What follows belongs to an exercise in optimizing a design on an open flow for small area, a short achievable clock period and few clock cycles per item; a production flow would make more cautious choices. The RTL was checked by simulation tests, not by an equivalence proof against the original design.

==> design.v <==
module cosine_distance_unit #(
    parameter int W     = 16,
    parameter int FRAC  = 11,
    parameter int TERMS = 4
) (
    input  logic         clk,
    input  logic         reset_n,
    input  logic         start,
    input  logic [W-1:0] x_in,
    input  logic [W-1:0] v_in,
    output logic         busy,
    output logic         done,
    output logic [W-1:0] cos_out,
    output logic [W-1:0] distance,
    output logic         sat
);
    logic s1_q, s2_q, s3_q, done_q;
    logic accept;
    logic [15:0] a_q, b_q, d_q;
    logic        hi_q, ds_q;
    logic        sat_q;
    assign busy   = s1_q | s2_q | s3_q;
    assign accept = start & ~busy;
    logic [15:0] x2f;
    assign x2f = a_q;
    logic [14:0] bc;
    logic        big;
    assign bc  = b_q[14:0];
    assign big = hi_q | b_q[15];
    logic [22:0] t2_full;
    logic [11:0] term2;
    logic cw464, cw465, cw466, cw467, cw468, cw469, cw470, cw471, cw472, cw473, cw474, cw475, cw476, cw477, cw478, cw479, cw480, cw481, cw482, cw483, cw484, cw485, cw486, cw487, cw488, cw489, cw490, cw491, cw492, cw493, cw494, cw495, cw496, cw497, cw498, cw499, cw500, cw501, cw502, cw503, cw504, cw505, cw506, cw507, cw508, cw509, cw510, cw511, cw512, cw513, cw514, cw515, cw516, cw517, cw518, cw519, cw520, cw521, cw522, cw523, cw524, cw525, cw526, cw527, cw528, cw529, cw530, cw531, cw532, cw533, cw534, cw535, cw536, cw537, cw538, cw539, cw540, cw541, cw542, cw543, cw544, cw545, cw546, cw547, cw548, cw549, cw550, cw551, cw552, cw553, cw554, cw555, cw556, cw557, cw558, cw559, cw560, cw561, cw562, cw563, cw564, cw565, cw566, cw567, cw568, cw569, cw570, cw571, cw572, cw573, cw574, cw575, cw576, cw577, cw578, cw579, cw580, cw581, cw582, cw583, cw584, cw585, cw586, cw587, cw588, cw589, cw590, cw591, cw592, cw593, cw594, cw595, cw596, cw597, cw598, cw599, cw600, cw601, cw602, cw603, cw604, cw605, cw606, cw607, cw608, cw609, cw610, cw611, cw612, cw613, cw614, cw615, cw616, cw617, cw618, cw619, cw620, cw621, cw622, cw623, cw624, cw625, cw626, cw627, cw628, cw629, cw630, cw631, cw632, cw633, cw634, cw635, cw636, cw637, cw638, cw639, cw640, cw641, cw642, cw643, cw644, cw645, cw646, cw647, cw648, cw649, cw650, cw651, cw652, cw653, cw654, cw655, cw656, cw657, cw658, cw659, cw660, cw661, cw662, cw663, cw664, cw665, cw666, cw667, cw668, cw669, cw670, cw671, cw672, cw673, cw674, cw675, cw676, cw677, cw678, cw679, cw680, cw681, cw682, cw683, cw684, cw685, cw686, cw687, cw688, cw689, cw690, cw691, cw692, cw693, cw694, cw695, cw696, cw697, cw698, cw699, cw700, cw701, cw702, cw703, cw704, cw705, cw706, cw707, cw708, cw709, cw710, cw711, cw712, cw713, cw714, cw715, cw716, cw717, cw718, cw719, cw720, cw721, cw722, cw723, cw724, cw725, cw726;
    assign cw464 = bc[5] ^ bc[4];
    assign cw465 = bc[5] & bc[4];
    assign cw466 = bc[6] ^ bc[5] ^ bc[3];
    assign cw467 = (bc[6] & bc[5]) | (bc[6] & bc[3]) | (bc[5] & bc[3]);
    assign cw468 = bc[7] ^ bc[6] ^ bc[4];
    assign cw469 = (bc[7] & bc[6]) | (bc[7] & bc[4]) | (bc[6] & bc[4]);
    assign cw470 = bc[2] ^ bc[0];
    assign cw471 = bc[2] & bc[0];
    assign cw472 = bc[8] ^ bc[7] ^ bc[5];
    assign cw473 = (bc[8] & bc[7]) | (bc[8] & bc[5]) | (bc[7] & bc[5]);
    assign cw474 = bc[3] ^ bc[1] ^ 1'b1;
    assign cw475 = (bc[3] & bc[1]) | (bc[3] & 1'b1) | (bc[1] & 1'b1);
    assign cw476 = bc[9] ^ bc[8] ^ bc[6];
    assign cw477 = (bc[9] & bc[8]) | (bc[9] & bc[6]) | (bc[8] & bc[6]);
    assign cw478 = bc[4] ^ bc[2] ^ 1'b1;
    assign cw479 = (bc[4] & bc[2]) | (bc[4] & 1'b1) | (bc[2] & 1'b1);
    assign cw480 = bc[10] ^ bc[9] ^ bc[7];
    assign cw481 = (bc[10] & bc[9]) | (bc[10] & bc[7]) | (bc[9] & bc[7]);
    assign cw482 = bc[5] ^ bc[3] ^ 1'b1;
    assign cw483 = (bc[5] & bc[3]) | (bc[5] & 1'b1) | (bc[3] & 1'b1);
    assign cw484 = bc[11] ^ bc[10] ^ bc[8];
    assign cw485 = (bc[11] & bc[10]) | (bc[11] & bc[8]) | (bc[10] & bc[8]);
    assign cw486 = bc[6] ^ bc[4];
    assign cw487 = bc[6] & bc[4];
    assign cw488 = bc[12] ^ bc[11] ^ bc[9];
    assign cw489 = (bc[12] & bc[11]) | (bc[12] & bc[9]) | (bc[11] & bc[9]);
    assign cw490 = bc[7] ^ bc[5];
    assign cw491 = bc[7] & bc[5];
    assign cw492 = bc[13] ^ bc[12] ^ bc[10];
    assign cw493 = (bc[13] & bc[12]) | (bc[13] & bc[10]) | (bc[12] & bc[10]);
    assign cw494 = bc[8] ^ bc[6];
    assign cw495 = bc[8] & bc[6];
    assign cw496 = bc[14] ^ bc[13] ^ bc[11];
    assign cw497 = (bc[14] & bc[13]) | (bc[14] & bc[11]) | (bc[13] & bc[11]);
    assign cw498 = bc[9] ^ bc[7];
    assign cw499 = bc[9] & bc[7];
    assign cw500 = bc[14] ^ bc[12] ^ bc[10];
    assign cw501 = (bc[14] & bc[12]) | (bc[14] & bc[10]) | (bc[12] & bc[10]);
    assign cw502 = bc[3] ^ bc[2];
    assign cw503 = bc[3] & bc[2];
    assign cw504 = bc[4] ^ bc[3] ^ bc[1];
    assign cw505 = (bc[4] & bc[3]) | (bc[4] & bc[1]) | (bc[3] & bc[1]);
    assign cw506 = bc[2] ^ bc[0] ^ 1'b1;
    assign cw507 = (bc[2] & bc[0]) | (bc[2] & 1'b1) | (bc[0] & 1'b1);
    assign cw508 = bc[1] ^ 1'b1 ^ cw465;
    assign cw509 = (bc[1] & 1'b1) | (bc[1] & cw465) | (1'b1 & cw465);
    assign cw510 = 1'b1 ^ cw467 ^ cw468;
    assign cw511 = (1'b1 & cw467) | (1'b1 & cw468) | (cw467 & cw468);
    assign cw512 = cw469 ^ cw471 ^ cw472;
    assign cw513 = (cw469 & cw471) | (cw469 & cw472) | (cw471 & cw472);
    assign cw514 = cw473 ^ cw475 ^ cw476;
    assign cw515 = (cw473 & cw475) | (cw473 & cw476) | (cw475 & cw476);
    assign cw516 = cw477 ^ cw479 ^ cw480;
    assign cw517 = (cw477 & cw479) | (cw477 & cw480) | (cw479 & cw480);
    assign cw518 = cw481 ^ cw483 ^ cw484;
    assign cw519 = (cw481 & cw483) | (cw481 & cw484) | (cw483 & cw484);
    assign cw520 = cw485 ^ cw487 ^ cw488;
    assign cw521 = (cw485 & cw487) | (cw485 & cw488) | (cw487 & cw488);
    assign cw522 = cw489 ^ cw491 ^ cw492;
    assign cw523 = (cw489 & cw491) | (cw489 & cw492) | (cw491 & cw492);
    assign cw524 = cw493 ^ cw495 ^ cw496;
    assign cw525 = (cw493 & cw495) | (cw493 & cw496) | (cw495 & cw496);
    assign cw526 = bc[8] ^ cw497 ^ cw499;
    assign cw527 = (bc[8] & cw497) | (bc[8] & cw499) | (cw497 & cw499);
    assign cw528 = bc[13] ^ bc[11] ^ bc[9];
    assign cw529 = (bc[13] & bc[11]) | (bc[13] & bc[9]) | (bc[11] & bc[9]);
    assign cw530 = bc[14] ^ bc[12];
    assign cw531 = bc[14] & bc[12];
    assign cw532 = bc[1] ^ bc[0];
    assign cw533 = bc[1] & bc[0];
    assign cw534 = bc[2] ^ bc[1] ^ 1'b1;
    assign cw535 = (bc[2] & bc[1]) | (bc[2] & 1'b1) | (bc[1] & 1'b1);
    assign cw536 = bc[0] ^ 1'b1 ^ cw502;
    assign cw537 = (bc[0] & 1'b1) | (bc[0] & cw502) | (1'b1 & cw502);
    assign cw538 = 1'b1 ^ cw503 ^ cw504;
    assign cw539 = (1'b1 & cw503) | (1'b1 & cw504) | (cw503 & cw504);
    assign cw540 = cw464 ^ cw505 ^ cw506;
    assign cw541 = (cw464 & cw505) | (cw464 & cw506) | (cw505 & cw506);
    assign cw542 = cw466 ^ cw507 ^ cw508;
    assign cw543 = (cw466 & cw507) | (cw466 & cw508) | (cw507 & cw508);
    assign cw544 = cw470 ^ cw509 ^ cw510;
    assign cw545 = (cw470 & cw509) | (cw470 & cw510) | (cw509 & cw510);
    assign cw546 = cw474 ^ cw511 ^ cw512;
    assign cw547 = (cw474 & cw511) | (cw474 & cw512) | (cw511 & cw512);
    assign cw548 = cw478 ^ cw513 ^ cw514;
    assign cw549 = (cw478 & cw513) | (cw478 & cw514) | (cw513 & cw514);
    assign cw550 = cw482 ^ cw515 ^ cw516;
    assign cw551 = (cw482 & cw515) | (cw482 & cw516) | (cw515 & cw516);
    assign cw552 = cw486 ^ cw517 ^ cw518;
    assign cw553 = (cw486 & cw517) | (cw486 & cw518) | (cw517 & cw518);
    assign cw554 = cw490 ^ cw519 ^ cw520;
    assign cw555 = (cw490 & cw519) | (cw490 & cw520) | (cw519 & cw520);
    assign cw556 = cw494 ^ cw521 ^ cw522;
    assign cw557 = (cw494 & cw521) | (cw494 & cw522) | (cw521 & cw522);
    assign cw558 = cw498 ^ cw523 ^ cw524;
    assign cw559 = (cw498 & cw523) | (cw498 & cw524) | (cw523 & cw524);
    assign cw560 = cw500 ^ cw525 ^ cw526;
    assign cw561 = (cw500 & cw525) | (cw500 & cw526) | (cw525 & cw526);
    assign cw562 = cw501 ^ cw527 ^ cw528;
    assign cw563 = (cw501 & cw527) | (cw501 & cw528) | (cw527 & cw528);
    assign cw564 = bc[10] ^ cw529 ^ cw530;
    assign cw565 = (bc[10] & cw529) | (bc[10] & cw530) | (cw529 & cw530);
    assign cw566 = bc[13] ^ bc[11] ^ cw531;
    assign cw567 = (bc[13] & bc[11]) | (bc[13] & cw531) | (bc[11] & cw531);
    assign cw568 = bc[14] ^ bc[12];
    assign cw569 = bc[14] & bc[12];
    assign cw570 = bc[0] & 1'b1;
    assign cw571 = bc[0] ^ 1'b1;
    assign cw572 = 1'b1 & cw532;
    assign cw573 = 1'b1 ^ cw532;
    assign cw574 = cw533 & cw534;
    assign cw575 = cw533 ^ cw534;
    assign cw576 = cw535 & cw536;
    assign cw577 = cw535 ^ cw536;
    assign cw578 = cw537 & cw538;
    assign cw579 = cw537 ^ cw538;
    assign cw580 = cw539 & cw540;
    assign cw581 = cw539 ^ cw540;
    assign cw582 = cw541 & cw542;
    assign cw583 = cw541 ^ cw542;
    assign cw584 = cw543 & cw544;
    assign cw585 = cw543 ^ cw544;
    assign cw586 = cw545 & cw546;
    assign cw587 = cw545 ^ cw546;
    assign cw588 = cw547 & cw548;
    assign cw589 = cw547 ^ cw548;
    assign cw590 = cw549 & cw550;
    assign cw591 = cw549 ^ cw550;
    assign cw592 = cw551 & cw552;
    assign cw593 = cw551 ^ cw552;
    assign cw594 = cw553 & cw554;
    assign cw595 = cw553 ^ cw554;
    assign cw596 = cw555 & cw556;
    assign cw597 = cw555 ^ cw556;
    assign cw598 = cw557 & cw558;
    assign cw599 = cw557 ^ cw558;
    assign cw600 = cw559 & cw560;
    assign cw601 = cw559 ^ cw560;
    assign cw602 = cw561 & cw562;
    assign cw603 = cw561 ^ cw562;
    assign cw604 = cw563 & cw564;
    assign cw605 = cw563 ^ cw564;
    assign cw606 = cw565 & cw566;
    assign cw607 = cw565 ^ cw566;
    assign cw608 = cw567 & cw568;
    assign cw609 = cw567 ^ cw568;
    assign cw610 = bc[13] & cw569;
    assign cw611 = bc[13] ^ cw569;
    assign cw612 = cw572 | (cw573 & cw570);
    assign cw613 = cw573 & cw571;
    assign cw614 = cw576 | (cw577 & cw574);
    assign cw615 = cw577 & cw575;
    assign cw616 = cw580 | (cw581 & cw578);
    assign cw617 = cw581 & cw579;
    assign cw618 = cw584 | (cw585 & cw582);
    assign cw619 = cw585 & cw583;
    assign cw620 = cw588 | (cw589 & cw586);
    assign cw621 = cw589 & cw587;
    assign cw622 = cw592 | (cw593 & cw590);
    assign cw623 = cw593 & cw591;
    assign cw624 = cw596 | (cw597 & cw594);
    assign cw625 = cw597 & cw595;
    assign cw626 = cw600 | (cw601 & cw598);
    assign cw627 = cw601 & cw599;
    assign cw628 = cw604 | (cw605 & cw602);
    assign cw629 = cw605 & cw603;
    assign cw630 = cw608 | (cw609 & cw606);
    assign cw631 = cw609 & cw607;
    assign cw632 = 1'b0 | (bc[14] & cw610);
    assign cw633 = bc[14] & cw611;
    assign cw634 = cw574 | (cw575 & cw612);
    assign cw635 = cw575 & cw613;
    assign cw636 = cw614 | (cw615 & cw612);
    assign cw637 = cw615 & cw613;
    assign cw638 = cw582 | (cw583 & cw616);
    assign cw639 = cw583 & cw617;
    assign cw640 = cw618 | (cw619 & cw616);
    assign cw641 = cw619 & cw617;
    assign cw642 = cw590 | (cw591 & cw620);
    assign cw643 = cw591 & cw621;
    assign cw644 = cw622 | (cw623 & cw620);
    assign cw645 = cw623 & cw621;
    assign cw646 = cw598 | (cw599 & cw624);
    assign cw647 = cw599 & cw625;
    assign cw648 = cw626 | (cw627 & cw624);
    assign cw649 = cw627 & cw625;
    assign cw650 = cw606 | (cw607 & cw628);
    assign cw651 = cw607 & cw629;
    assign cw652 = cw630 | (cw631 & cw628);
    assign cw653 = cw631 & cw629;
    assign cw654 = 1'b0;
    assign cw655 = cw578 | (cw579 & cw636);
    assign cw656 = cw579 & cw637;
    assign cw657 = cw616 | (cw617 & cw636);
    assign cw658 = cw617 & cw637;
    assign cw659 = cw638 | (cw639 & cw636);
    assign cw660 = cw639 & cw637;
    assign cw661 = cw640 | (cw641 & cw636);
    assign cw662 = cw641 & cw637;
    assign cw663 = cw594 | (cw595 & cw644);
    assign cw664 = cw595 & cw645;
    assign cw665 = cw624 | (cw625 & cw644);
    assign cw666 = cw625 & cw645;
    assign cw667 = cw646 | (cw647 & cw644);
    assign cw668 = cw647 & cw645;
    assign cw669 = cw648 | (cw649 & cw644);
    assign cw670 = cw649 & cw645;
    assign cw671 = cw610 | (cw611 & cw652);
    assign cw672 = cw611 & cw653;
    assign cw673 = cw632 | (cw633 & cw652);
    assign cw674 = cw633 & cw653;
    assign cw675 = cw654;
    assign cw676 = cw586 | (cw587 & cw661);
    assign cw677 = cw587 & cw662;
    assign cw678 = cw620 | (cw621 & cw661);
    assign cw679 = cw621 & cw662;
    assign cw680 = cw642 | (cw643 & cw661);
    assign cw681 = cw643 & cw662;
    assign cw682 = cw644 | (cw645 & cw661);
    assign cw683 = cw645 & cw662;
    assign cw684 = cw663 | (cw664 & cw661);
    assign cw685 = cw664 & cw662;
    assign cw686 = cw665 | (cw666 & cw661);
    assign cw687 = cw666 & cw662;
    assign cw688 = cw667 | (cw668 & cw661);
    assign cw689 = cw668 & cw662;
    assign cw690 = cw669 | (cw670 & cw661);
    assign cw691 = cw670 & cw662;
    assign cw692 = cw602 | (cw603 & cw690);
    assign cw693 = cw603 & cw691;
    assign cw694 = cw628 | (cw629 & cw690);
    assign cw695 = cw629 & cw691;
    assign cw696 = cw650 | (cw651 & cw690);
    assign cw697 = cw651 & cw691;
    assign cw698 = cw652 | (cw653 & cw690);
    assign cw699 = cw653 & cw691;
    assign cw700 = cw671 | (cw672 & cw690);
    assign cw701 = cw672 & cw691;
    assign cw702 = cw673 | (cw674 & cw690);
    assign cw703 = cw674 & cw691;
    assign cw704 = cw675;
    assign cw705 = cw573 ^ cw570;
    assign cw706 = cw575 ^ cw612;
    assign cw707 = cw577 ^ cw634;
    assign cw708 = cw579 ^ cw636;
    assign cw709 = cw581 ^ cw655;
    assign cw710 = cw583 ^ cw657;
    assign cw711 = cw585 ^ cw659;
    assign cw712 = cw587 ^ cw661;
    assign cw713 = cw589 ^ cw676;
    assign cw714 = cw591 ^ cw678;
    assign cw715 = cw593 ^ cw680;
    assign cw716 = cw595 ^ cw682;
    assign cw717 = cw597 ^ cw684;
    assign cw718 = cw599 ^ cw686;
    assign cw719 = cw601 ^ cw688;
    assign cw720 = cw603 ^ cw690;
    assign cw721 = cw605 ^ cw692;
    assign cw722 = cw607 ^ cw694;
    assign cw723 = cw609 ^ cw696;
    assign cw724 = cw611 ^ cw698;
    assign cw725 = bc[14] ^ cw700;
    assign cw726 = 1'b0 ^ cw702;
    assign t2_full = {cw726, cw725, cw724, cw723, cw722, cw721, cw720, cw719, cw718, cw717, cw716, cw715, cw714, cw713, cw712, cw711, cw710, cw709, cw708, cw707, cw706, cw705, cw571};
    assign term2   = big ? 12'd2736 : t2_full[22:11];
    logic [19:0] t3_full;
    logic [15:0] expr3;
    assign t3_full = bc * 5'd17;
    assign expr3   = d_q - {5'd0, (big ? 11'd1087 : t3_full[19:9])};
    logic [15:0] mr;
    logic [14:0] mcand;
    assign mr = busy ? x2f : {{2{x_in[13]}}, x_in[13:0]};
    always_comb begin
        if (s1_q) mcand = {1'b0, x2f[14:1]};
        else if (s2_q) mcand = {3'd0, term2};
        else if (s3_q) mcand = expr3[14:0];
        else mcand = {x_in[13], x_in[13:0]};
    end
    logic [15:0] me;
    logic [16:0] bx;
    logic [15:0] row [8];
    logic [29:0] negv;
    logic [29:0] prod;
    assign me = {mcand[14], mcand};
    assign bx = {mr, 1'b0};
    always_comb begin
        negv = '0;
        for (int i = 0; i < 8; i++) begin
            logic b0, b1, b2, one, two, neg;
            b0  = bx[2*i];
            b1  = bx[2*i+1];
            b2  = bx[2*i+2];
            one = b0 ^ b1;
            two = (b2 & ~b1 & ~b0) | (~b2 & b1 & b0);
            neg = b2;
            for (int j = 0; j < 16; j++) begin
                row[i][j] = ((one & me[j]) | (two & ((j == 0) ? 1'b0 : me[j-1]))) ^ neg;
            end
            negv[2*i] = neg;
        end
    end
    logic tw1, tw2, tw3, tw4, tw5, tw6, tw7, tw8, tw9, tw10, tw11, tw12, tw13, tw14, tw15, tw16, tw17, tw18, tw19, tw20, tw21, tw22, tw23, tw24, tw25, tw26, tw27, tw28, tw29, tw30, tw31, tw32, tw33, tw34, tw35, tw36, tw37, tw38, tw39, tw40, tw41, tw42, tw43, tw44, tw45, tw46, tw47, tw48, tw49, tw50, tw51, tw52, tw53, tw54, tw55, tw56, tw57, tw58, tw59, tw60, tw61, tw62, tw63, tw64, tw65, tw66, tw67, tw68, tw69, tw70, tw71, tw72, tw73, tw74, tw75, tw76, tw77, tw78, tw79, tw80, tw81, tw82, tw83, tw84, tw85, tw86, tw87, tw88, tw89, tw90, tw91, tw92, tw93, tw94, tw95, tw96, tw97, tw98, tw99, tw100, tw101, tw102, tw103, tw104, tw105, tw106, tw107, tw108, tw109, tw110, tw111, tw112, tw113, tw114, tw115, tw116, tw117, tw118, tw119, tw120, tw121, tw122, tw123, tw124, tw125, tw126, tw127, tw128, tw129, tw130, tw131, tw132, tw133, tw134, tw135, tw136, tw137, tw138, tw139, tw140, tw141, tw142, tw143, tw144, tw145, tw146, tw147, tw148, tw149, tw150, tw151, tw152, tw153, tw154, tw155, tw156, tw157, tw158, tw159, tw160, tw161, tw162, tw163, tw164, tw165, tw166, tw167, tw168, tw169, tw170, tw171, tw172, tw173, tw174, tw175, tw176, tw177, tw178, tw179, tw180, tw181, tw182, tw183, tw184, tw185, tw186, tw187, tw188, tw189, tw190, tw191, tw192, tw193, tw194, tw195, tw196, tw197, tw198, tw199, tw200, tw201, tw202, tw203, tw204, tw205, tw206, tw207, tw208, tw209, tw210, tw211, tw212, tw213, tw214, tw215, tw216, tw217, tw218, tw219, tw220, tw221, tw222, tw223, tw224, tw225, tw226, tw227, tw228, tw229, tw230, tw231, tw232, tw233, tw234, tw235, tw236, tw237, tw238, tw239, tw240, tw241, tw242, tw243, tw244, tw245, tw246, tw247, tw248, tw249, tw250, tw251, tw252, tw253, tw254, tw255, tw256, tw257, tw258, tw259, tw260, tw261, tw262, tw263, tw264, tw265, tw266, tw267, tw268, tw269, tw270, tw271, tw272, tw273, tw274, tw275, tw276, tw277, tw278, tw279, tw280, tw281, tw282, tw283, tw284, tw285, tw286, tw287, tw288, tw289, tw290, tw291, tw292, tw293, tw294, tw295, tw296, tw297, tw298, tw299, tw300, tw301, tw302, tw303, tw304, tw305, tw306, tw307, tw308, tw309, tw310, tw311, tw312, tw313, tw314, tw315, tw316, tw317, tw318, tw319, tw320, tw321, tw322, tw323, tw324, tw325, tw326, tw327, tw328, tw329, tw330, tw331, tw332, tw333, tw334, tw335, tw336, tw337, tw338, tw339, tw340, tw341, tw342, tw343, tw344, tw345, tw346, tw347, tw348, tw349, tw350, tw351, tw352, tw353, tw354, tw355, tw356, tw357, tw358, tw359, tw360, tw361, tw362, tw363, tw364, tw365, tw366, tw367, tw368, tw369, tw370, tw371, tw372, tw373, tw374, tw375, tw376, tw377, tw378, tw379, tw380, tw381, tw382, tw383, tw384, tw385, tw386, tw387, tw388, tw389, tw390, tw391, tw392, tw393, tw394, tw395, tw396, tw397, tw398, tw399, tw400, tw401, tw402, tw403, tw404, tw405, tw406, tw407, tw408, tw409, tw410, tw411, tw412, tw413, tw414, tw415, tw416, tw417, tw418, tw419, tw420, tw421, tw422, tw423, tw424, tw425, tw426, tw427, tw428, tw429, tw430, tw431, tw432, tw433, tw434, tw435, tw436, tw437, tw438, tw439, tw440, tw441, tw442, tw443, tw444, tw445, tw446, tw447, tw448, tw449, tw450, tw451, tw452, tw453, tw454, tw455, tw456, tw457, tw458, tw459, tw460, tw461, tw462, tw463;
    assign tw1 = row[0][8] ^ row[1][6];
    assign tw2 = row[0][8] & row[1][6];
    assign tw3 = row[0][9] ^ row[1][7];
    assign tw4 = row[0][9] & row[1][7];
    assign tw5 = row[0][10] ^ row[1][8] ^ row[2][6];
    assign tw6 = (row[0][10] & row[1][8]) | (row[0][10] & row[2][6]) | (row[1][8] & row[2][6]);
    assign tw7 = row[3][4] ^ row[4][2];
    assign tw8 = row[3][4] & row[4][2];
    assign tw9 = row[0][11] ^ row[1][9] ^ row[2][7];
    assign tw10 = (row[0][11] & row[1][9]) | (row[0][11] & row[2][7]) | (row[1][9] & row[2][7]);
    assign tw11 = row[0][12] ^ row[1][10] ^ row[2][8];
    assign tw12 = (row[0][12] & row[1][10]) | (row[0][12] & row[2][8]) | (row[1][10] & row[2][8]);
    assign tw13 = row[3][6] ^ row[4][4];
    assign tw14 = row[3][6] & row[4][4];
    assign tw15 = row[0][13] ^ row[1][11] ^ row[2][9];
    assign tw16 = (row[0][13] & row[1][11]) | (row[0][13] & row[2][9]) | (row[1][11] & row[2][9]);
    assign tw17 = row[3][7] ^ row[4][5];
    assign tw18 = row[3][7] & row[4][5];
    assign tw19 = row[0][14] ^ row[1][12] ^ row[2][10];
    assign tw20 = (row[0][14] & row[1][12]) | (row[0][14] & row[2][10]) | (row[1][12] & row[2][10]);
    assign tw21 = row[3][8] ^ row[4][6] ^ row[5][4];
    assign tw22 = (row[3][8] & row[4][6]) | (row[3][8] & row[5][4]) | (row[4][6] & row[5][4]);
    assign tw23 = row[6][2] ^ row[7][0];
    assign tw24 = row[6][2] & row[7][0];
    assign tw25 = ~row[0][15] ^ row[1][13] ^ row[2][11];
    assign tw26 = (~row[0][15] & row[1][13]) | (~row[0][15] & row[2][11]) | (row[1][13] & row[2][11]);
    assign tw27 = row[3][9] ^ row[4][7] ^ row[5][5];
    assign tw28 = (row[3][9] & row[4][7]) | (row[3][9] & row[5][5]) | (row[4][7] & row[5][5]);
    assign tw29 = row[6][3] ^ row[7][1] ^ 1'b1;
    assign tw30 = (row[6][3] & row[7][1]) | (row[6][3] & 1'b1) | (row[7][1] & 1'b1);
    assign tw31 = row[1][14] ^ row[2][12] ^ row[3][10];
    assign tw32 = (row[1][14] & row[2][12]) | (row[1][14] & row[3][10]) | (row[2][12] & row[3][10]);
    assign tw33 = row[4][8] ^ row[5][6] ^ row[6][4];
    assign tw34 = (row[4][8] & row[5][6]) | (row[4][8] & row[6][4]) | (row[5][6] & row[6][4]);
    assign tw35 = row[7][2] ^ 1'b1;
    assign tw36 = row[7][2] & 1'b1;
    assign tw37 = ~row[1][15] ^ row[2][13] ^ row[3][11];
    assign tw38 = (~row[1][15] & row[2][13]) | (~row[1][15] & row[3][11]) | (row[2][13] & row[3][11]);
    assign tw39 = row[4][9] ^ row[5][7] ^ row[6][5];
    assign tw40 = (row[4][9] & row[5][7]) | (row[4][9] & row[6][5]) | (row[5][7] & row[6][5]);
    assign tw41 = row[2][14] ^ row[3][12] ^ row[4][10];
    assign tw42 = (row[2][14] & row[3][12]) | (row[2][14] & row[4][10]) | (row[3][12] & row[4][10]);
    assign tw43 = row[5][8] ^ row[6][6];
    assign tw44 = row[5][8] & row[6][6];
    assign tw45 = ~row[2][15] ^ row[3][13] ^ row[4][11];
    assign tw46 = (~row[2][15] & row[3][13]) | (~row[2][15] & row[4][11]) | (row[3][13] & row[4][11]);
    assign tw47 = row[3][14] ^ row[4][12];
    assign tw48 = row[3][14] & row[4][12];
    assign tw49 = row[0][4] ^ row[1][2];
    assign tw50 = row[0][4] & row[1][2];
    assign tw51 = row[0][5] ^ row[1][3];
    assign tw52 = row[0][5] & row[1][3];
    assign tw53 = row[0][6] ^ row[1][4] ^ row[2][2];
    assign tw54 = (row[0][6] & row[1][4]) | (row[0][6] & row[2][2]) | (row[1][4] & row[2][2]);
    assign tw55 = row[3][0] ^ negv[6];
    assign tw56 = row[3][0] & negv[6];
    assign tw57 = row[0][7] ^ row[1][5] ^ row[2][3];
    assign tw58 = (row[0][7] & row[1][5]) | (row[0][7] & row[2][3]) | (row[1][5] & row[2][3]);
    assign tw59 = row[3][1] ^ s1_q;
    assign tw60 = row[3][1] & s1_q;
    assign tw61 = row[2][4] ^ row[3][2] ^ row[4][0];
    assign tw62 = (row[2][4] & row[3][2]) | (row[2][4] & row[4][0]) | (row[3][2] & row[4][0]);
    assign tw63 = negv[8] ^ s1_q ^ tw1;
    assign tw64 = (negv[8] & s1_q) | (negv[8] & tw1) | (s1_q & tw1);
    assign tw65 = row[2][5] ^ row[3][3] ^ row[4][1];
    assign tw66 = (row[2][5] & row[3][3]) | (row[2][5] & row[4][1]) | (row[3][3] & row[4][1]);
    assign tw67 = s1_q ^ tw2 ^ tw3;
    assign tw68 = (s1_q & tw2) | (s1_q & tw3) | (tw2 & tw3);
    assign tw69 = row[5][0] ^ negv[10] ^ s1_q;
    assign tw70 = (row[5][0] & negv[10]) | (row[5][0] & s1_q) | (negv[10] & s1_q);
    assign tw71 = tw4 ^ tw5 ^ tw7;
    assign tw72 = (tw4 & tw5) | (tw4 & tw7) | (tw5 & tw7);
    assign tw73 = row[3][5] ^ row[4][3] ^ row[5][1];
    assign tw74 = (row[3][5] & row[4][3]) | (row[3][5] & row[5][1]) | (row[4][3] & row[5][1]);
    assign tw75 = tw6 ^ tw8 ^ tw9;
    assign tw76 = (tw6 & tw8) | (tw6 & tw9) | (tw8 & tw9);
    assign tw77 = row[5][2] ^ row[6][0] ^ negv[12];
    assign tw78 = (row[5][2] & row[6][0]) | (row[5][2] & negv[12]) | (row[6][0] & negv[12]);
    assign tw79 = tw10 ^ tw11 ^ tw13;
    assign tw80 = (tw10 & tw11) | (tw10 & tw13) | (tw11 & tw13);
    assign tw81 = row[5][3] ^ row[6][1] ^ tw12;
    assign tw82 = (row[5][3] & row[6][1]) | (row[5][3] & tw12) | (row[6][1] & tw12);
    assign tw83 = tw14 ^ tw15 ^ tw17;
    assign tw84 = (tw14 & tw15) | (tw14 & tw17) | (tw15 & tw17);
    assign tw85 = negv[14] ^ tw16 ^ tw18;
    assign tw86 = (negv[14] & tw16) | (negv[14] & tw18) | (tw16 & tw18);
    assign tw87 = tw19 ^ tw21 ^ tw23;
    assign tw88 = (tw19 & tw21) | (tw19 & tw23) | (tw21 & tw23);
    assign tw89 = tw20 ^ tw22 ^ tw24;
    assign tw90 = (tw20 & tw22) | (tw20 & tw24) | (tw22 & tw24);
    assign tw91 = tw25 ^ tw27 ^ tw29;
    assign tw92 = (tw25 & tw27) | (tw25 & tw29) | (tw27 & tw29);
    assign tw93 = tw26 ^ tw28 ^ tw30;
    assign tw94 = (tw26 & tw28) | (tw26 & tw30) | (tw28 & tw30);
    assign tw95 = tw31 ^ tw33 ^ tw35;
    assign tw96 = (tw31 & tw33) | (tw31 & tw35) | (tw33 & tw35);
    assign tw97 = row[7][3] ^ tw32 ^ tw34;
    assign tw98 = (row[7][3] & tw32) | (row[7][3] & tw34) | (tw32 & tw34);
    assign tw99 = tw36 ^ tw37 ^ tw39;
    assign tw100 = (tw36 & tw37) | (tw36 & tw39) | (tw37 & tw39);
    assign tw101 = row[7][4] ^ 1'b1 ^ tw38;
    assign tw102 = (row[7][4] & 1'b1) | (row[7][4] & tw38) | (1'b1 & tw38);
    assign tw103 = tw40 ^ tw41 ^ tw43;
    assign tw104 = (tw40 & tw41) | (tw40 & tw43) | (tw41 & tw43);
    assign tw105 = row[5][9] ^ row[6][7] ^ row[7][5];
    assign tw106 = (row[5][9] & row[6][7]) | (row[5][9] & row[7][5]) | (row[6][7] & row[7][5]);
    assign tw107 = tw42 ^ tw44 ^ tw45;
    assign tw108 = (tw42 & tw44) | (tw42 & tw45) | (tw44 & tw45);
    assign tw109 = row[5][10] ^ row[6][8] ^ row[7][6];
    assign tw110 = (row[5][10] & row[6][8]) | (row[5][10] & row[7][6]) | (row[6][8] & row[7][6]);
    assign tw111 = 1'b1 ^ tw46 ^ tw47;
    assign tw112 = (1'b1 & tw46) | (1'b1 & tw47) | (tw46 & tw47);
    assign tw113 = ~row[3][15] ^ row[4][13] ^ row[5][11];
    assign tw114 = (~row[3][15] & row[4][13]) | (~row[3][15] & row[5][11]) | (row[4][13] & row[5][11]);
    assign tw115 = row[6][9] ^ row[7][7] ^ tw48;
    assign tw116 = (row[6][9] & row[7][7]) | (row[6][9] & tw48) | (row[7][7] & tw48);
    assign tw117 = row[4][14] ^ row[5][12] ^ row[6][10];
    assign tw118 = (row[4][14] & row[5][12]) | (row[4][14] & row[6][10]) | (row[5][12] & row[6][10]);
    assign tw119 = row[7][8] ^ 1'b1;
    assign tw120 = row[7][8] & 1'b1;
    assign tw121 = ~row[4][15] ^ row[5][13] ^ row[6][11];
    assign tw122 = (~row[4][15] & row[5][13]) | (~row[4][15] & row[6][11]) | (row[5][13] & row[6][11]);
    assign tw123 = row[5][14] ^ row[6][12];
    assign tw124 = row[5][14] & row[6][12];
    assign tw125 = row[0][2] ^ row[1][0];
    assign tw126 = row[0][2] & row[1][0];
    assign tw127 = row[0][3] ^ row[1][1];
    assign tw128 = row[0][3] & row[1][1];
    assign tw129 = row[2][0] ^ negv[4] ^ s1_q;
    assign tw130 = (row[2][0] & negv[4]) | (row[2][0] & s1_q) | (negv[4] & s1_q);
    assign tw131 = row[2][1] ^ s1_q ^ tw50;
    assign tw132 = (row[2][1] & s1_q) | (row[2][1] & tw50) | (s1_q & tw50);
    assign tw133 = s1_q ^ tw52 ^ tw53;
    assign tw134 = (s1_q & tw52) | (s1_q & tw53) | (tw52 & tw53);
    assign tw135 = tw54 ^ tw56 ^ tw57;
    assign tw136 = (tw54 & tw56) | (tw54 & tw57) | (tw56 & tw57);
    assign tw137 = tw58 ^ tw60 ^ tw61;
    assign tw138 = (tw58 & tw60) | (tw58 & tw61) | (tw60 & tw61);
    assign tw139 = tw62 ^ tw64 ^ tw65;
    assign tw140 = (tw62 & tw64) | (tw62 & tw65) | (tw64 & tw65);
    assign tw141 = tw66 ^ tw68 ^ tw69;
    assign tw142 = (tw66 & tw68) | (tw66 & tw69) | (tw68 & tw69);
    assign tw143 = tw70 ^ tw72 ^ tw73;
    assign tw144 = (tw70 & tw72) | (tw70 & tw73) | (tw72 & tw73);
    assign tw145 = tw74 ^ tw76 ^ tw77;
    assign tw146 = (tw74 & tw76) | (tw74 & tw77) | (tw76 & tw77);
    assign tw147 = tw78 ^ tw80 ^ tw81;
    assign tw148 = (tw78 & tw80) | (tw78 & tw81) | (tw80 & tw81);
    assign tw149 = tw82 ^ tw84 ^ tw85;
    assign tw150 = (tw82 & tw84) | (tw82 & tw85) | (tw84 & tw85);
    assign tw151 = tw86 ^ tw88 ^ tw89;
    assign tw152 = (tw86 & tw88) | (tw86 & tw89) | (tw88 & tw89);
    assign tw153 = tw90 ^ tw92 ^ tw93;
    assign tw154 = (tw90 & tw92) | (tw90 & tw93) | (tw92 & tw93);
    assign tw155 = tw94 ^ tw96 ^ tw97;
    assign tw156 = (tw94 & tw96) | (tw94 & tw97) | (tw96 & tw97);
    assign tw157 = tw98 ^ tw100 ^ tw101;
    assign tw158 = (tw98 & tw100) | (tw98 & tw101) | (tw100 & tw101);
    assign tw159 = tw102 ^ tw104 ^ tw105;
    assign tw160 = (tw102 & tw104) | (tw102 & tw105) | (tw104 & tw105);
    assign tw161 = tw106 ^ tw108 ^ tw109;
    assign tw162 = (tw106 & tw108) | (tw106 & tw109) | (tw108 & tw109);
    assign tw163 = tw110 ^ tw112 ^ tw113;
    assign tw164 = (tw110 & tw112) | (tw110 & tw113) | (tw112 & tw113);
    assign tw165 = tw114 ^ tw116 ^ tw117;
    assign tw166 = (tw114 & tw116) | (tw114 & tw117) | (tw116 & tw117);
    assign tw167 = row[7][9] ^ tw118 ^ tw120;
    assign tw168 = (row[7][9] & tw118) | (row[7][9] & tw120) | (tw118 & tw120);
    assign tw169 = row[7][10] ^ 1'b1 ^ tw122;
    assign tw170 = (row[7][10] & 1'b1) | (row[7][10] & tw122) | (1'b1 & tw122);
    assign tw171 = ~row[5][15] ^ row[6][13] ^ row[7][11];
    assign tw172 = (~row[5][15] & row[6][13]) | (~row[5][15] & row[7][11]) | (row[6][13] & row[7][11]);
    assign tw173 = row[6][14] ^ row[7][12];
    assign tw174 = row[6][14] & row[7][12];
    assign tw175 = row[0][0] ^ negv[0];
    assign tw176 = row[0][0] & negv[0];
    assign tw177 = row[0][1] ^ s1_q;
    assign tw178 = row[0][1] & s1_q;
    assign tw179 = negv[2] ^ s1_q ^ tw125;
    assign tw180 = (negv[2] & s1_q) | (negv[2] & tw125) | (s1_q & tw125);
    assign tw181 = s1_q ^ tw126 ^ tw127;
    assign tw182 = (s1_q & tw126) | (s1_q & tw127) | (tw126 & tw127);
    assign tw183 = tw49 ^ tw128 ^ tw129;
    assign tw184 = (tw49 & tw128) | (tw49 & tw129) | (tw128 & tw129);
    assign tw185 = tw51 ^ tw130 ^ tw131;
    assign tw186 = (tw51 & tw130) | (tw51 & tw131) | (tw130 & tw131);
    assign tw187 = tw55 ^ tw132 ^ tw133;
    assign tw188 = (tw55 & tw132) | (tw55 & tw133) | (tw132 & tw133);
    assign tw189 = tw59 ^ tw134 ^ tw135;
    assign tw190 = (tw59 & tw134) | (tw59 & tw135) | (tw134 & tw135);
    assign tw191 = tw63 ^ tw136 ^ tw137;
    assign tw192 = (tw63 & tw136) | (tw63 & tw137) | (tw136 & tw137);
    assign tw193 = tw67 ^ tw138 ^ tw139;
    assign tw194 = (tw67 & tw138) | (tw67 & tw139) | (tw138 & tw139);
    assign tw195 = tw71 ^ tw140 ^ tw141;
    assign tw196 = (tw71 & tw140) | (tw71 & tw141) | (tw140 & tw141);
    assign tw197 = tw75 ^ tw142 ^ tw143;
    assign tw198 = (tw75 & tw142) | (tw75 & tw143) | (tw142 & tw143);
    assign tw199 = tw79 ^ tw144 ^ tw145;
    assign tw200 = (tw79 & tw144) | (tw79 & tw145) | (tw144 & tw145);
    assign tw201 = tw83 ^ tw146 ^ tw147;
    assign tw202 = (tw83 & tw146) | (tw83 & tw147) | (tw146 & tw147);
    assign tw203 = tw87 ^ tw148 ^ tw149;
    assign tw204 = (tw87 & tw148) | (tw87 & tw149) | (tw148 & tw149);
    assign tw205 = tw91 ^ tw150 ^ tw151;
    assign tw206 = (tw91 & tw150) | (tw91 & tw151) | (tw150 & tw151);
    assign tw207 = tw95 ^ tw152 ^ tw153;
    assign tw208 = (tw95 & tw152) | (tw95 & tw153) | (tw152 & tw153);
    assign tw209 = tw99 ^ tw154 ^ tw155;
    assign tw210 = (tw99 & tw154) | (tw99 & tw155) | (tw154 & tw155);
    assign tw211 = tw103 ^ tw156 ^ tw157;
    assign tw212 = (tw103 & tw156) | (tw103 & tw157) | (tw156 & tw157);
    assign tw213 = tw107 ^ tw158 ^ tw159;
    assign tw214 = (tw107 & tw158) | (tw107 & tw159) | (tw158 & tw159);
    assign tw215 = tw111 ^ tw160 ^ tw161;
    assign tw216 = (tw111 & tw160) | (tw111 & tw161) | (tw160 & tw161);
    assign tw217 = tw115 ^ tw162 ^ tw163;
    assign tw218 = (tw115 & tw162) | (tw115 & tw163) | (tw162 & tw163);
    assign tw219 = tw119 ^ tw164 ^ tw165;
    assign tw220 = (tw119 & tw164) | (tw119 & tw165) | (tw164 & tw165);
    assign tw221 = tw121 ^ tw166 ^ tw167;
    assign tw222 = (tw121 & tw166) | (tw121 & tw167) | (tw166 & tw167);
    assign tw223 = tw123 ^ tw168 ^ tw169;
    assign tw224 = (tw123 & tw168) | (tw123 & tw169) | (tw168 & tw169);
    assign tw225 = tw124 ^ tw170 ^ tw171;
    assign tw226 = (tw124 & tw170) | (tw124 & tw171) | (tw170 & tw171);
    assign tw227 = 1'b1 ^ tw172 ^ tw173;
    assign tw228 = (1'b1 & tw172) | (1'b1 & tw173) | (tw172 & tw173);
    assign tw229 = ~row[6][15] ^ row[7][13] ^ tw174;
    assign tw230 = (~row[6][15] & row[7][13]) | (~row[6][15] & tw174) | (row[7][13] & tw174);
    assign tw231 = row[7][14] ^ 1'b1;
    assign tw232 = row[7][14] & 1'b1;
    assign tw233 = s1_q & tw175;
    assign tw234 = s1_q ^ tw175;
    assign tw235 = tw176 & tw177;
    assign tw236 = tw176 ^ tw177;
    assign tw237 = tw178 & tw179;
    assign tw238 = tw178 ^ tw179;
    assign tw239 = tw180 & tw181;
    assign tw240 = tw180 ^ tw181;
    assign tw241 = tw182 & tw183;
    assign tw242 = tw182 ^ tw183;
    assign tw243 = tw184 & tw185;
    assign tw244 = tw184 ^ tw185;
    assign tw245 = tw186 & tw187;
    assign tw246 = tw186 ^ tw187;
    assign tw247 = tw188 & tw189;
    assign tw248 = tw188 ^ tw189;
    assign tw249 = tw190 & tw191;
    assign tw250 = tw190 ^ tw191;
    assign tw251 = tw192 & tw193;
    assign tw252 = tw192 ^ tw193;
    assign tw253 = tw194 & tw195;
    assign tw254 = tw194 ^ tw195;
    assign tw255 = tw196 & tw197;
    assign tw256 = tw196 ^ tw197;
    assign tw257 = tw198 & tw199;
    assign tw258 = tw198 ^ tw199;
    assign tw259 = tw200 & tw201;
    assign tw260 = tw200 ^ tw201;
    assign tw261 = tw202 & tw203;
    assign tw262 = tw202 ^ tw203;
    assign tw263 = tw204 & tw205;
    assign tw264 = tw204 ^ tw205;
    assign tw265 = tw206 & tw207;
    assign tw266 = tw206 ^ tw207;
    assign tw267 = tw208 & tw209;
    assign tw268 = tw208 ^ tw209;
    assign tw269 = tw210 & tw211;
    assign tw270 = tw210 ^ tw211;
    assign tw271 = tw212 & tw213;
    assign tw272 = tw212 ^ tw213;
    assign tw273 = tw214 & tw215;
    assign tw274 = tw214 ^ tw215;
    assign tw275 = tw216 & tw217;
    assign tw276 = tw216 ^ tw217;
    assign tw277 = tw218 & tw219;
    assign tw278 = tw218 ^ tw219;
    assign tw279 = tw220 & tw221;
    assign tw280 = tw220 ^ tw221;
    assign tw281 = tw222 & tw223;
    assign tw282 = tw222 ^ tw223;
    assign tw283 = tw224 & tw225;
    assign tw284 = tw224 ^ tw225;
    assign tw285 = tw226 & tw227;
    assign tw286 = tw226 ^ tw227;
    assign tw287 = tw228 & tw229;
    assign tw288 = tw228 ^ tw229;
    assign tw289 = tw230 & tw231;
    assign tw290 = tw230 ^ tw231;
    assign tw291 = ~row[7][15] & tw232;
    assign tw292 = ~row[7][15] ^ tw232;
    assign tw293 = tw235 | (tw236 & tw233);
    assign tw294 = tw236 & tw234;
    assign tw295 = tw239 | (tw240 & tw237);
    assign tw296 = tw240 & tw238;
    assign tw297 = tw243 | (tw244 & tw241);
    assign tw298 = tw244 & tw242;
    assign tw299 = tw247 | (tw248 & tw245);
    assign tw300 = tw248 & tw246;
    assign tw301 = tw251 | (tw252 & tw249);
    assign tw302 = tw252 & tw250;
    assign tw303 = tw255 | (tw256 & tw253);
    assign tw304 = tw256 & tw254;
    assign tw305 = tw259 | (tw260 & tw257);
    assign tw306 = tw260 & tw258;
    assign tw307 = tw263 | (tw264 & tw261);
    assign tw308 = tw264 & tw262;
    assign tw309 = tw267 | (tw268 & tw265);
    assign tw310 = tw268 & tw266;
    assign tw311 = tw271 | (tw272 & tw269);
    assign tw312 = tw272 & tw270;
    assign tw313 = tw275 | (tw276 & tw273);
    assign tw314 = tw276 & tw274;
    assign tw315 = tw279 | (tw280 & tw277);
    assign tw316 = tw280 & tw278;
    assign tw317 = tw283 | (tw284 & tw281);
    assign tw318 = tw284 & tw282;
    assign tw319 = tw287 | (tw288 & tw285);
    assign tw320 = tw288 & tw286;
    assign tw321 = tw291 | (tw292 & tw289);
    assign tw322 = tw292 & tw290;
    assign tw323 = tw237 | (tw238 & tw293);
    assign tw324 = tw238 & tw294;
    assign tw325 = tw295 | (tw296 & tw293);
    assign tw326 = tw296 & tw294;
    assign tw327 = tw245 | (tw246 & tw297);
    assign tw328 = tw246 & tw298;
    assign tw329 = tw299 | (tw300 & tw297);
    assign tw330 = tw300 & tw298;
    assign tw331 = tw253 | (tw254 & tw301);
    assign tw332 = tw254 & tw302;
    assign tw333 = tw303 | (tw304 & tw301);
    assign tw334 = tw304 & tw302;
    assign tw335 = tw261 | (tw262 & tw305);
    assign tw336 = tw262 & tw306;
    assign tw337 = tw307 | (tw308 & tw305);
    assign tw338 = tw308 & tw306;
    assign tw339 = tw269 | (tw270 & tw309);
    assign tw340 = tw270 & tw310;
    assign tw341 = tw311 | (tw312 & tw309);
    assign tw342 = tw312 & tw310;
    assign tw343 = tw277 | (tw278 & tw313);
    assign tw344 = tw278 & tw314;
    assign tw345 = tw315 | (tw316 & tw313);
    assign tw346 = tw316 & tw314;
    assign tw347 = tw285 | (tw286 & tw317);
    assign tw348 = tw286 & tw318;
    assign tw349 = tw319 | (tw320 & tw317);
    assign tw350 = tw320 & tw318;
    assign tw351 = tw241 | (tw242 & tw325);
    assign tw352 = tw242 & tw326;
    assign tw353 = tw297 | (tw298 & tw325);
    assign tw354 = tw298 & tw326;
    assign tw355 = tw327 | (tw328 & tw325);
    assign tw356 = tw328 & tw326;
    assign tw357 = tw329 | (tw330 & tw325);
    assign tw358 = tw330 & tw326;
    assign tw359 = tw257 | (tw258 & tw333);
    assign tw360 = tw258 & tw334;
    assign tw361 = tw305 | (tw306 & tw333);
    assign tw362 = tw306 & tw334;
    assign tw363 = tw335 | (tw336 & tw333);
    assign tw364 = tw336 & tw334;
    assign tw365 = tw337 | (tw338 & tw333);
    assign tw366 = tw338 & tw334;
    assign tw367 = tw273 | (tw274 & tw341);
    assign tw368 = tw274 & tw342;
    assign tw369 = tw313 | (tw314 & tw341);
    assign tw370 = tw314 & tw342;
    assign tw371 = tw343 | (tw344 & tw341);
    assign tw372 = tw344 & tw342;
    assign tw373 = tw345 | (tw346 & tw341);
    assign tw374 = tw346 & tw342;
    assign tw375 = tw289 | (tw290 & tw349);
    assign tw376 = tw290 & tw350;
    assign tw377 = tw321 | (tw322 & tw349);
    assign tw378 = tw322 & tw350;
    assign tw379 = tw249 | (tw250 & tw357);
    assign tw380 = tw250 & tw358;
    assign tw381 = tw301 | (tw302 & tw357);
    assign tw382 = tw302 & tw358;
    assign tw383 = tw331 | (tw332 & tw357);
    assign tw384 = tw332 & tw358;
    assign tw385 = tw333 | (tw334 & tw357);
    assign tw386 = tw334 & tw358;
    assign tw387 = tw359 | (tw360 & tw357);
    assign tw388 = tw360 & tw358;
    assign tw389 = tw361 | (tw362 & tw357);
    assign tw390 = tw362 & tw358;
    assign tw391 = tw363 | (tw364 & tw357);
    assign tw392 = tw364 & tw358;
    assign tw393 = tw365 | (tw366 & tw357);
    assign tw394 = tw366 & tw358;
    assign tw395 = tw281 | (tw282 & tw373);
    assign tw396 = tw282 & tw374;
    assign tw397 = tw317 | (tw318 & tw373);
    assign tw398 = tw318 & tw374;
    assign tw399 = tw347 | (tw348 & tw373);
    assign tw400 = tw348 & tw374;
    assign tw401 = tw349 | (tw350 & tw373);
    assign tw402 = tw350 & tw374;
    assign tw403 = tw375 | (tw376 & tw373);
    assign tw404 = tw376 & tw374;
    assign tw405 = tw377 | (tw378 & tw373);
    assign tw406 = tw378 & tw374;
    assign tw407 = tw265 | (tw266 & tw393);
    assign tw408 = tw266 & tw394;
    assign tw409 = tw309 | (tw310 & tw393);
    assign tw410 = tw310 & tw394;
    assign tw411 = tw339 | (tw340 & tw393);
    assign tw412 = tw340 & tw394;
    assign tw413 = tw341 | (tw342 & tw393);
    assign tw414 = tw342 & tw394;
    assign tw415 = tw367 | (tw368 & tw393);
    assign tw416 = tw368 & tw394;
    assign tw417 = tw369 | (tw370 & tw393);
    assign tw418 = tw370 & tw394;
    assign tw419 = tw371 | (tw372 & tw393);
    assign tw420 = tw372 & tw394;
    assign tw421 = tw373 | (tw374 & tw393);
    assign tw422 = tw374 & tw394;
    assign tw423 = tw395 | (tw396 & tw393);
    assign tw424 = tw396 & tw394;
    assign tw425 = tw397 | (tw398 & tw393);
    assign tw426 = tw398 & tw394;
    assign tw427 = tw399 | (tw400 & tw393);
    assign tw428 = tw400 & tw394;
    assign tw429 = tw401 | (tw402 & tw393);
    assign tw430 = tw402 & tw394;
    assign tw431 = tw403 | (tw404 & tw393);
    assign tw432 = tw404 & tw394;
    assign tw433 = tw405 | (tw406 & tw393);
    assign tw434 = tw406 & tw394;
    assign tw435 = tw236 ^ tw233;
    assign tw436 = tw238 ^ tw293;
    assign tw437 = tw240 ^ tw323;
    assign tw438 = tw242 ^ tw325;
    assign tw439 = tw244 ^ tw351;
    assign tw440 = tw246 ^ tw353;
    assign tw441 = tw248 ^ tw355;
    assign tw442 = tw250 ^ tw357;
    assign tw443 = tw252 ^ tw379;
    assign tw444 = tw254 ^ tw381;
    assign tw445 = tw256 ^ tw383;
    assign tw446 = tw258 ^ tw385;
    assign tw447 = tw260 ^ tw387;
    assign tw448 = tw262 ^ tw389;
    assign tw449 = tw264 ^ tw391;
    assign tw450 = tw266 ^ tw393;
    assign tw451 = tw268 ^ tw407;
    assign tw452 = tw270 ^ tw409;
    assign tw453 = tw272 ^ tw411;
    assign tw454 = tw274 ^ tw413;
    assign tw455 = tw276 ^ tw415;
    assign tw456 = tw278 ^ tw417;
    assign tw457 = tw280 ^ tw419;
    assign tw458 = tw282 ^ tw421;
    assign tw459 = tw284 ^ tw423;
    assign tw460 = tw286 ^ tw425;
    assign tw461 = tw288 ^ tw427;
    assign tw462 = tw290 ^ tw429;
    assign tw463 = tw292 ^ tw431;
    assign prod = {tw463, tw462, tw461, tw460, tw459, tw458, tw457, tw456, tw455, tw454, tw453, tw452, tw451, tw450, tw449, tw448, tw447, tw446, tw445, tw444, tw443, tw442, tw441, tw440, tw439, tw438, tw437, tw436, tw435, tw234};
    logic x2ovf;
    assign x2ovf = (x_in[15:13] != 3'b000 && x_in[15:13] != 3'b111) || prod[26];
    logic sat1, sat3;
    assign sat1 = hi_q | (b_q[15] & (b_q[14:0] != 15'd0));
    assign sat3 = hi_q | (d_q[15] ^ ds_q);
    logic [15:0] e2;
    assign e2 = 16'd2048 - {2'b00, x2f[14:1]} + {4'd0, term2};
    always_ff @(posedge clk or negedge reset_n) begin
        if (!reset_n) begin
            s1_q   <= 1'b0;
            s2_q   <= 1'b0;
            s3_q   <= 1'b0;
            done_q <= 1'b0;
        end else begin
            s1_q <= accept;
            s2_q <= s1_q;
            s3_q <= s2_q;
            if (accept) done_q <= 1'b0;
            else if (s3_q) done_q <= 1'b1;
        end
    end
    always_ff @(posedge clk) begin
        if (accept) a_q <= {1'b0, prod[25:11] | {15{x2ovf}}};
        else if (s2_q) a_q <= d_q;
        if (s1_q | s2_q) b_q <= prod[26:11];
        else if (s3_q) b_q <= expr3;
        if (busy) begin
            hi_q <= (s3_q ? ((prod[29:27] != 3'b000) && (prod[29:27] != 3'b111))
                          : (prod[29:27] != 3'b000));
            ds_q <= prod[29];
        end
        if (accept) d_q <= v_in;
        else if (s2_q) d_q <= e2;
        else if (s3_q) d_q <= prod[26:11];
        if (accept) sat_q <= x2ovf;
        else if (s2_q) sat_q <= sat_q | sat1;
        else if (s3_q) sat_q <= sat_q | big;
    end
    assign done     = done_q;
    assign cos_out  = b_q;
    assign distance = sat3 ? (ds_q ? 16'h8000 : 16'h7fff) : d_q;
    assign sat      = sat_q | sat3;
endmodule
==> config.mk <==
export PLATFORM = sky130hd
export DESIGN_NAME = cosine_distance_unit
export DESIGN_NICKNAME = cosine_distance_unit
export VERILOG_FILES = /design/flow/design.v
export SDC_FILE = /design/flow/constraint.sdc
export NUM_CORES = 4
export LEC_CHECK = 0
export ABC_AREA = 1
export CAP_MARGIN = 0
export CORE_MARGIN = 2
export CORE_UTILIZATION = 55
export PLACE_DENSITY = 0.65
export SETUP_SLACK_MARGIN = 5
export SLEW_MARGIN = 0
export TNS_END_PERCENT = 1
==> run.sh <==
#!/bin/bash
# synth_recipe.tcl (not shown) runs the flow's synth.tcl, then flattens the netlist and writes it again
# the make line also repeats each setting of config.mk as NAME=value (left out here)
make -C /OpenROAD-flow-scripts/flow DESIGN_CONFIG=/design/flow/config.mk WORK_HOME=/design/flow/orfs CLKGATE_MAP_FILE= SYNTH_SCRIPT=/design/flow/synth_recipe.tcl finish
==> constraint.sdc <==
create_clock -name core_clock -period 12.0 [get_ports {clk}]
set_input_delay 2.4000 -clock core_clock [delete_from_list [all_inputs] [get_ports {clk}]]
set_output_delay 2.4000 -clock core_clock [all_outputs]
set_load 0.01 [all_outputs]
==> results of run 1 <==
[layout make-up]
class	instances	area [sq um]
Inverter	342	1300
Tap cell	330	413
Timing Repair Buffer	157	1460
Fill cell	2329	8630
Multi-Input combinational cell	1627	11500
Sequential cell	55	1620
Clock inverter	2	38.8
Clock buffer	6	139
[sequential cells by signal (all words and copies together) (netlist names)]
name,flops
ds_q,1
s1_q,1
s3_q,1
hi_q,1
s2_q,1
b_q,16
d_q,16
done_q,1
sat_q,1
a_q,16
[through the flow]
stage                      util  instances  hold WS, ns  setup WS (ns)  cell area [sq um]
after detailed placement  0.592       2428        0.484           2.49              14900
after global routing      0.656       2519        0.548           3.09              16500
after global placement    0.592       2428        0.477           2.49              14900
after CTS                 0.632       2491        0.509           3.52              15900
after floorplan               -       2086        0.424           3.90              14100
final                     0.656       2519        0.496           3.45              16500
[cells in the mapped netlist, types with 10 or more instances]
library cell,instances,area (sq um)
nand2_1,709,2660
inv_1,316,1190
nand3_1,161,806
ha_1,140,1750
fa_1,123,2460
nor2_1,82,308
o21ai_0,78,390
a21oi_1,73,365
xor2_1,65,569
edfxtp_1,50,1500
clkbuf_1,24,90.1
inv_2,21,78.8
o21ai_1,21,105
o22ai_1,20,125
nand2_2,17,106
nor3_1,13,65.1
o211ai_1,13,97.6
o21bai_1,13,97.6
buf_6,12,135
buf_2,11,55.1
xnor2_1,11,96.3
buf_4,10,75.1
[logic make-up (layout without fill, tap and decap cells)]
group,after synthesis,in the layout,share of synthesized area
and+or+nand+nor,1021,1023,0.303
buffers and inverters,407,507,0.120
adders and majority gates,263,263,0.300
AOI/OAI and AO/OA,263,264,0.113
xor gates and xnor gates,76,76,0.0474
DFF,55,55,0.116
muxes,1,1,0.000713
[worst min path at each step]
stage / start / endpoint / cells past startpoint
after global routing: done_q$_DFFE_PN0P_ / done_q$_DFFE_PN0P_ / 2
after detailed placement: done_q$_DFFE_PN0P_ / done_q$_DFFE_PN0P_ / 2
after CTS: done_q$_DFFE_PN0P_ / done_q$_DFFE_PN0P_ / 2
after global placement: done_q$_DFFE_PN0P_ / done_q$_DFFE_PN0P_ / 2
after floorplan: s1_q$_DFF_PN0_ / s2_q$_DFF_PN0_ / 0
final: done_q$_DFFE_PN0P_ / done_q$_DFFE_PN0P_ / 2
[repair_timing]
item,4_1_cts,5_1_grt
hold buffers,0,0
pin swaps,38,67
gates resized for setup,77,84
setup buffers,52,28
cloned,3,0
setup endpoints to repair,50,50
[critical path: cells and delay by family (launching register included)]
kind / cells / cell delay, ns
AO/OA/AOI/OAI: 6 / 0.84
buffers and inverters: 13 / 1.46
XOR/XNOR: 1 / 0.10
adder cells (fa/ha/maj): 10 / 4.13
AND/OR/NAND/NOR: 15 / 1.36
flip-flops: 1 / 0.42
[layer usage]
layer  up-vias  GRT usage
met5         -          0
met4         0      0.125
met3       130     0.0409
met2       712      0.586
met1      6941      0.512
li1       6840          -
==> flow_metrics.env, run 1 <==
export IMPL_crit_required_ns=12.07
export IMPL_synth_nets=2384
export IMPL_cp_startpoint="b_q[6]$_DFFE_PN_"
export IMPL_outcome="timing/DRC/antenna clean"
export IMPL_synthDistinctLibCells=56
export IMPL_worstSetupStartpointType="register"
export IMPL_clockBufferDepth=2
export IMPL_worst_pin_slew_ns=1.09
export IMPL_fin_crit_sh=0.712
export IMPL_antenna_found_initial=0
export IMPL_synth_edf_count=50
export IMPL_synthCells=2086
export IMPL_mostFrequentLayoutCell="nand2_1"
export IMPL_slowest_stage="fa_1"
export IMPL_via_count=14623
export IMPL_die_area_sq_mm=0.0268
export IMPL_yosysSeqAreaShare=0.116
export IMPL_cts_tree="done"
export IMPL_grt_pass1_vias=13695
export IMPL_dr_wl_met2_mm=22.3
export IMPL_clk_latency_ns=0.31
export IMPL_ys_flop_type="edfxtp_1"
export IMPL_timing_clock_skew_ns=0.0108
export IMPL_io_buffers=69
export IMPL_pin_count=70
export IMPL_worstPathArrival_ns=8.61
export IMPL_grt_max_degree=52
export IMPL_crit_type="reg2reg"
export IMPL_die_w_microns=164
export IMPL_grt_first_pass_wirelength_mm=74.6
export IMPL_h_tree_depth=2
export IMPL_syn_area_sq_mm=0.0140
export IMPL_synth_warnings=2
export IMPL_fmax_mhz=117
export IMPL_hold_violations=0
export IMPL_r2r_cells=45
export IMPL_cp_endpoint="a_q[8]$_DFFE_PP_"
export IMPL_fp_row_count=58
export IMPL_clockRootBuffer="clkbuf_16"
export IMPL_finalSetupViolCount=0
export IMPL_nets=2486
export IMPL_end_kind="register"
export IMPL_fin_tns_setup_ns=0
export IMPL_rsz0062_at_grt="yes"
export IMPL_gp_congestion=0.974
export IMPL_place_hpwl_mm=37.1
export IMPL_synth_ff_latch_count=55
export IMPL_slew_viol_final=0
export IMPL_syn_to_final_growth_pct=17.4
export IMPL_wl_met3_mm=4.09
export IMPL_cts_sinks=55
export IMPL_start_util=0.559
export IMPL_r2r_end="a_q[8]$_DFFE_PP_"
export IMPL_routed_top_layer="met4"
export IMPL_async_reset_ff_frac=0.0727
export IMPL_gr_total_overflow=0
export IMPL_reg2reg_from="b_q[6]$_DFFE_PN_"
export IMPL_core_area_sq_mm=0.0251
export IMPL_antenna_cells=0
export IMPL_min_path_type="reg2reg"
export IMPL_syn_avg_cell_area_sq_um=6.73
export IMPL_path_max_fanout=6
export IMPL_layout_common_cells="nand2_1 (691), inv_1 (297), nand3_1 (155)"
export IMPL_dr_pass1_iters=5
export IMPL_die_h_microns=164
export IMPL_cts_buffers=5
export IMPL_slew_headroom=0.273
export IMPL_wl_met1_mm=20.4
export IMPL_clk_pin_slew_ns=0.08
export IMPL_drtIter0Drc=1557
export IMPL_grt_util_all_layers=0.365
export IMPL_drv_cap=0
export IMPL_wl_per_cell_microns=19.4
export IMPL_vias_per_cell=5.81
export IMPL_drive_gt1_frac=0.140
export IMPL_routed_wirelength_mm=48.8
export IMPL_antenna_left=0
export IMPL_max_stage_delay_ns=0.54
export IMPL_min_period_ns=8.55
export IMPL_reg2reg_slack_ns=3.45
export IMPL_drc=0
Testbench counts, summed over its fixed seeds: cycles 6,400, items 1,600.
==> inputs of run 2 (changes only) <==
--- a/config.mk
+++ b/config.mk
@@ -14,2 +14,2 @@
 export SLEW_MARGIN = 0
-export TNS_END_PERCENT = 1
+export TNS_END_PERCENT = 5
==> flow_metrics.env, run 2 <==
export IMPL_synthDistinctLibCells=56
export IMPL_grt_max_degree=51
export IMPL_h_tree_depth=2
export IMPL_antenna_found_initial=1
export IMPL_slew_headroom=0.391
export IMPL_cts_sinks=55
export IMPL_reg2reg_from="b_q[7]$_DFFE_PN_"
export IMPL_synth_ff_latch_count=55
export IMPL_hold_violations=0
export IMPL_crit_required_ns=12.06
export IMPL_via_count=14666
export IMPL_r2r_cells=37
export IMPL_grt_first_pass_wirelength_mm=75.7
export IMPL_timing_clock_skew_ns=0.00749
export IMPL_r2r_end="a_q[5]$_DFFE_PP_"
export IMPL_vias_per_cell=5.78
export IMPL_fmax_mhz=117
export IMPL_worst_pin_slew_ns=0.911
export IMPL_die_h_microns=164
export IMPL_grt_util_all_layers=0.370
export IMPL_rsz0062_at_grt="yes"
export IMPL_gr_total_overflow=0
export IMPL_fin_hold_ws_ns=0.508
export IMPL_max_stage_delay_ns=0.56
export IMPL_stdcell_area_sq_mm=0.0165
export IMPL_cp_endpoint="a_q[5]$_DFFE_PP_"
export IMPL_synth_most_common_cell="nand2_1"
export IMPL_synth_area_leader_cell="nand2_1"
export IMPL_syn_to_final_growth_pct=17.3
export IMPL_fp_row_count=58
export IMPL_crit_top_cell="fa_1"
export IMPL_pre_cts_slack_ns=2.68
export IMPL_die_area_sq_mm=0.0268
export IMPL_gp_congestion=0.975
export IMPL_worstSetupStartpointType="register"
export IMPL_wl_per_cell_microns=19.7
export IMPL_layout_common_cells="nand2_1 (693), inv_1 (299), nand3_1 (154)"
export IMPL_cts_buffers=5
export IMPL_die_w_microns=164
export IMPL_drtIter0Drc=1485
export IMPL_placed_cell_area_sq_mm=0.0149
export IMPL_drive_gt1_frac=0.141
export IMPL_nFillCells=2333
export IMPL_io_buffers=69
export IMPL_pin_count=70
export IMPL_core_area_sq_mm=0.0251
export IMPL_async_reset_ff_frac=0.0727
export IMPL_min_path_type="reg2reg"
export IMPL_fin_tns_setup_ns=0
export IMPL_cts_tree="done"
export IMPL_clk_pin_slew_ns=0.08
export IMPL_synth_edf_count=50
export IMPL_clockBufferDepth=2
export IMPL_mostFrequentLayoutCell="nand2_1"
export IMPL_synth_warnings=2
export IMPL_reg_top3="a_q: 16 flops, b_q: 16 flops, d_q: 16 flops"
export IMPL_slew_viol_final=0
export IMPL_antenna_cells=0
export IMPL_fin_crit_sh=0.715
export IMPL_synthCells=2086
export IMPL_clk_latency_ns=0.30
export IMPL_synth_top_area_frac=0.190
export IMPL_ys_flop_type="edfxtp_1"
export IMPL_reg2reg_slack_ns=3.42
export IMPL_finalSetupViolCount=0
export IMPL_start_util=0.559
export IMPL_grt_pass1_vias=13660
export IMPL_path_max_fanout=5
export IMPL_end_kind="register"
export IMPL_drc=0
export IMPL_syn_area_sq_mm=0.0140
export IMPL_syn_avg_cell_area_sq_um=6.73
export IMPL_yosysSeqAreaShare=0.116
export IMPL_worstPathArrival_ns=8.64
export IMPL_synth_nets=2384
export IMPL_synth_common_cells="nand2_1 (709), inv_1 (316), nand3_1 (161), ha_1 (140), fa_1 (123)"
export IMPL_outcome="timing/DRC/antenna clean"
export IMPL_clockRootBuffer="clkbuf_16"
export IMPL_slowest_stage="fa_2"
export IMPL_synth_area_leaders="nand2_1 (19%), fa_1 (18%), ha_1 (12%)"
export IMPL_place_hpwl_mm=36.9
export IMPL_crit_type="reg2reg"
export IMPL_routed_wirelength_mm=50.0
export IMPL_drv_cap=0
export IMPL_min_period_ns=8.58
export IMPL_antenna_left=0
export IMPL_dr_pass1_iters=6
export IMPL_nets=2503
export IMPL_cp_startpoint="b_q[7]$_DFFE_PN_"
export IMPL_cts_hold_buf=0
export IMPL_timing_final_ws_setup_ns=3.42
[run 2: metal layers]
layer	wire, microns	global-route usage	vias up	part of all wire
met5	10	0	-	0.00020
met4	1770	0.116	2	0.035
met3	4410	0.0381	128	0.088
met2	22800	0.591	771	0.46
met1	20900	0.530	6904	0.42
li1	-	-	6861	-
[run 2: through the flow]
stage	util	cells
2_1_floorplan	-	2086
3_3_place_gp	0.593	2432
3_5_place_dp	0.593	2432
4_1_cts	0.638	2520
5_1_grt	0.656	2536
6_report	0.656	2536
[run 2: worst min-delay path by stage]
| stage | cells after the start | from | end | slack, ns |
|---|---|---|---|---|
| final | 2 | done_q$_DFFE_PN0P_ | done_q$_DFFE_PN0P_ | 0.51 |
| after global routing | 2 | done_q$_DFFE_PN0P_ | done_q$_DFFE_PN0P_ | 0.54 |
| after CTS | 2 | done_q$_DFFE_PN0P_ | done_q$_DFFE_PN0P_ | 0.52 |
| after detailed placement | 2 | done_q$_DFFE_PN0P_ | done_q$_DFFE_PN0P_ | 0.49 |
| after global placement | 2 | done_q$_DFFE_PN0P_ | done_q$_DFFE_PN0P_ | 0.48 |
| after floorplan | 0 | s1_q$_DFF_PN0_ | s2_q$_DFF_PN0_ | 0.42 |
[run 2: final cells by class]
cell class	count	area (sq um)	area share
clock inverters	3	15.0	0.000912
repair buffers	175	1560	0.0949
clock buffers	5	125	0.00760
multi-input cells	1626	11400	0.694
inverters	342	1310	0.0793
flip-flops and latches	55	1620	0.0985
well taps	330	413	0.0251
[run 2: timing repair]
action                                  CTS  global route
resized for setup                        74            66
gates cloned                              2             0
endpoints found under the setup margin   50            50
buffers inserted                         78            16
pin swaps                                37            54
[run 2: cells by family (layout without fill, tap and decap cells)]
logic type	Yosys count	in the layout	share of synthesized area
AND/OR/NAND/NOR	1021	1023	0.303
buffers and inverters	407	525	0.120
adder cells (fa/ha/maj)	263	263	0.300
AO/OA/AOI/OAI	263	263	0.113
XOR/XNOR	76	76	0.0474
flip-flops	55	55	0.116
multiplexers	1	1	0.000713
[run 2: critical path, delay by kind of cell (launching register included)]
family / cells / cell delay, ns
DFF: 1 / 0.52
xor gates and xnor gates: 1 / 0.15
and+or+nand+nor: 13 / 1.83
AOI/OAI and AO/OA: 3 / 0.29
buffers and inverters: 9 / 0.78
adders and majority gates: 11 / 4.75

[what the ideal ports hide]
The results above use ideal ports. As a check the final layouts listed here were re-extracted and re-timed, cells and wires unchanged.
Step 1, drivers: a clkbuf_16 drives clk and a buf_2 each remaining input, both assumed.
Step 2 also shifts input and output timing later by t, the mid clock arrival at the registers, as if the neighbouring blocks saw the same clock.
a / b / c = no drivers / after step 1 / after step 2; a / b = the first two.
| run | t, ns | setup WS [ns] | hold WS [ns] | worst setup path at the end |
|---|---|---|---|---|
| run 1 | 0.341 | 3.454 / 3.454 / 3.189 | 0.496 / 0.496 / 0.496 | input to register |
| run 2 | 0.340 | 3.422 / 3.422 / 3.111 | 0.508 / 0.508 / 0.508 | input to register |
After both steps setup and hold are still met in every run listed. The setup slack of run 2, which loses most, moves by 0.000 ns with the drivers and by -0.311 ns with both steps.
